This is an optimization exercise on Yosys and OpenROAD, whose aim is a short achievable clock period and few clock cycles per item, not a production implementation.
Function was checked by simulation only, so behaviour that the tests miss may differ from the original.

==> flow/design.v (excerpt) <==
module array_multiplier (
	input  logic        clk,
	input  logic        reset,
	input  logic        in_valid,
	input  logic [15:0] x,
	input  logic [15:0] y,
	output logic        product_valid,
	output logic [31:0] product
);
	logic [1:0] valid_pipe;
	always_ff @(posedge clk) begin
		if (reset) begin
			valid_pipe <= '0;
		end else begin
			valid_pipe <= {valid_pipe[0:0], in_valid};
		end
	end
	assign product_valid = valid_pipe[1];
	logic w_n32;
	logic w_n33;
	logic w_n34;
	logic w_n35;
	logic w_n36;
	logic w_n37;
	logic w_n38;
	logic w_n39;
	logic w_n40;
	logic w_n41;
	logic w_n42;
	logic w_n43;
	logic w_n44;
	logic w_n45;
	logic w_n46;
	logic w_n47;
	logic w_n48;
	logic w_n49;
	logic w_n50;
	logic w_n51;
	logic w_n52;
	logic w_n53;
	logic w_n54;
	logic w_n55;
	logic w_n56;
	logic w_n57;
	logic w_n58;
	logic w_n59;
	logic w_n60;
	logic w_n61;
	logic w_n62;
	logic w_n63;
	logic w_n64;
	logic w_n65;
	logic w_n66;
	logic w_n67;
	logic w_n68;
	logic w_n69;
	logic w_n70;
	logic w_n71;
	logic w_n72;
	logic w_n73;
	logic w_n74;
	logic w_n75;
	logic w_n76;
	logic w_n77;
	logic w_n78;
	logic w_n79;
	logic w_n80;
	logic w_n81;
	logic w_n82;
	logic w_n83;
	logic w_n84;
	logic w_n85;
	logic w_n86;
	logic w_n87;
	logic w_n88;
	logic w_n89;
	logic w_n90;
	logic w_n91;
	logic w_n92;
	logic w_n93;
	logic w_n94;
	logic w_n95;
	logic w_n96;
	logic w_n97;
	logic w_n98;
	logic w_n99;
	logic w_n100;
	logic w_n101;
	logic w_n102;
	logic w_n103;
	logic w_n104;
	logic w_n105;
	logic w_n106;
	logic w_n107;
	logic w_n108;
	logic w_n109;
	logic w_n110;
	logic w_n111;
	logic w_n112;
	logic w_n113;
	logic w_n114;
	logic w_n115;
	logic w_n116;
	logic w_n117;
	logic w_n118;
	logic w_n119;
  ...
Size: roughly 1800 cells after synthesis.
export LEC_CHECK = 0
export CAP_MARGIN = 20
export CORE_MARGIN = 2
export CORE_UTILIZATION = 34
export SETUP_SLACK_MARGIN = 3.6
export SLEW_MARGIN = 20
export SYNTH_HIERARCHICAL = 1
create_clock -name core_clock -period 6.0 [get_ports {clk}]
standard.sh (not shown) runs the stock make flow with config.mk's settings and CLKGATE_MAP_FILE= SYNTH_SCRIPT=/design/flow/synth_recipe.tcl, a recipe that flattens the netlist after the stock synthesis.
==> flow/flow/run.sh <==
#!/bin/bash
# The standard layout (standard.sh: the standard flow's synthesis and ORFS flow), with one
# change: the buffers that buffer_ports puts on every input and output port
# are sky130_fd_sc_hd__buf_4 instead of the cell buffer_ports picks itself
# (a clkdlybuf4s50 delay cell), so that timing repair can size them within
# the buf_* family.  make's full output goes to flow_make.log.
set -euo pipefail
bash standard.sh "BUFFER_PORTS_ARGS=-buffer_cell sky130_fd_sc_hd__buf_4" finish > flow_make.log 2>&1
Testbench counts at the start, summed over its fixed seeds: cycles 6,392, products 3,200.
Next try:
CORE_UTILIZATION = 40   (was 34)
SETUP_SLACK_MARGIN = 3.5   (was 3.6)
What happened: The new run finished with timing, DRC and antenna clean; non-clock buffer count came out lower by 17; sequential cell count stays the same; setup slack degrades by 0.011 ns.
Next try:
==> flow/flow/run.sh (replaced) <==
#!/bin/bash
# The standard layout (standard.sh: the standard flow's synthesis and ORFS flow), with two
# changes: buffer_ports puts sky130_fd_sc_hd__buf_4 on every input and output
# port instead of the cell it picks itself (a clkdlybuf4s50 delay cell), and
# after global placement flow/outdrv.tcl sizes up each output port's buffer
# and the XOR/XNOR gate driving it.  Timing repair may still resize them.
# make's full output goes to flow_make.log.
set -euo pipefail
bash standard.sh "BUFFER_PORTS_ARGS=-buffer_cell sky130_fd_sc_hd__buf_4" \
  "POST_GLOBAL_PLACE_TCL=$PWD/flow/outdrv.tcl" finish > flow_make.log 2>&1
==> flow/flow/outdrv.tcl (new file) <==
# POST_GLOBAL_PLACE hook: on each output port, make the port buffer buf_6
# and an XOR, XNOR or inverter that drives it the _4 size, as these paths end a
# clock period early (the output delay) and cross a long wire to the pin.
foreach bterm [[ord::get_db_block] getBTerms] {
  if { [$bterm getIoType] != "OUTPUT" } { continue }
  set net [$bterm getNet]
  if { $net == "NULL" } { continue }
  foreach iterm [$net getITerms] {
    if { ![$iterm isOutputSignal] } { continue }
    set buf [$iterm getInst]
    if { ![string match "sky130_fd_sc_hd__buf_*" [[$buf getMaster] getName]] } { continue }
    replace_cell [$buf getName] sky130_fd_sc_hd__buf_6
    foreach bin [$buf getITerms] {
      if { ![$bin isInputSignal] } { continue }
      set inet [$bin getNet]
      if { $inet == "NULL" } { continue }
      foreach drv [$inet getITerms] {
        if { ![$drv isOutputSignal] } { continue }
        set gate [$drv getInst]
        set m [[$gate getMaster] getName]
        if { [regexp {^sky130_fd_sc_hd__(xnor2|xor2|inv)_[0-9]+$} $m -> f] } {
          replace_cell [$gate getName] sky130_fd_sc_hd__${f}_4
        }
      }
    }
  }
}
CORE_UTILIZATION = 46   (was 40)
SETUP_SLACK_MARGIN = 3.6   (was 3.5)
Effect: Area after synthesis stays the same; clock skew stays flat; critical path depth went up by 10; global-route usage went up by 2.3 points; setup slack is about the same; via count went up by 1.4%; routed wire length went up by 0.49%.
Next try:
==> flow/flow/run.sh (replaced) <==
#!/bin/bash
# The standard layout (standard.sh: the standard flow's synthesis and ORFS flow), with one
# change: the buffers that buffer_ports puts on every input and output port
# are sky130_fd_sc_hd__buf_4 instead of the cell buffer_ports picks itself
# (a clkdlybuf4s50 delay cell), so that timing repair can size them within
# the buf_* family.  make's full output goes to flow_make.log.
set -euo pipefail
bash standard.sh "BUFFER_PORTS_ARGS=-buffer_cell sky130_fd_sc_hd__buf_4" finish > flow_make.log 2>&1
CORE_UTILIZATION = 40   (was 46)
removed: flow/flow/outdrv.tcl
Result: The changed run completed without violations. Wire length climbs by 3.2%. Setup slack improved by 0.017 ns. Synthesized area stays the same. First-iteration DRC count fell by 11%.

==> separate check: timing with driven ports <==
The flow's constraints put no driver on any port. The routed layouts listed below were extracted and timed again, unchanged, in two steps.
Step 1 (the two cells are an assumption about what drives the block):
set clk [get_ports {clk}]
set_driving_cell -lib_cell sky130_fd_sc_hd__clkbuf_16 $clk
set_driving_cell -lib_cell sky130_fd_sc_hd__buf_2 [delete_from_list [all_inputs] $clk]
Step 2 moves the port delays by t, midway between the first and last clock arrival at a register: inputs arrive t later, outputs are due t later. That takes back most of the time a late clock gives input paths.
Slacks: ideal / step 1 / step 2; pairs: ideal / step 1.
| run | t (ns) | slack for setup (ns) | clock arrival spread, ns |
|---|---|---|---|
| the first run | 0.579 | 3.584 / 3.529 / 3.089 | 0.027 / 0.027 |
| the second run | 0.555 | 3.573 / 3.526 / 3.043 | 0.025 / 0.026 |
| the third run | 0.571 | 3.575 / 3.542 / 3.088 | 0.027 / 0.027 |
| the fourth run | 0.569 | 3.592 / 3.544 / 3.108 | 0.013 / 0.013 |
After both steps every run listed still meets setup and hold. For the second run, which loses most, drivers alone change the setup slack by -0.047 ns; drivers and shift together by -0.530 ns.
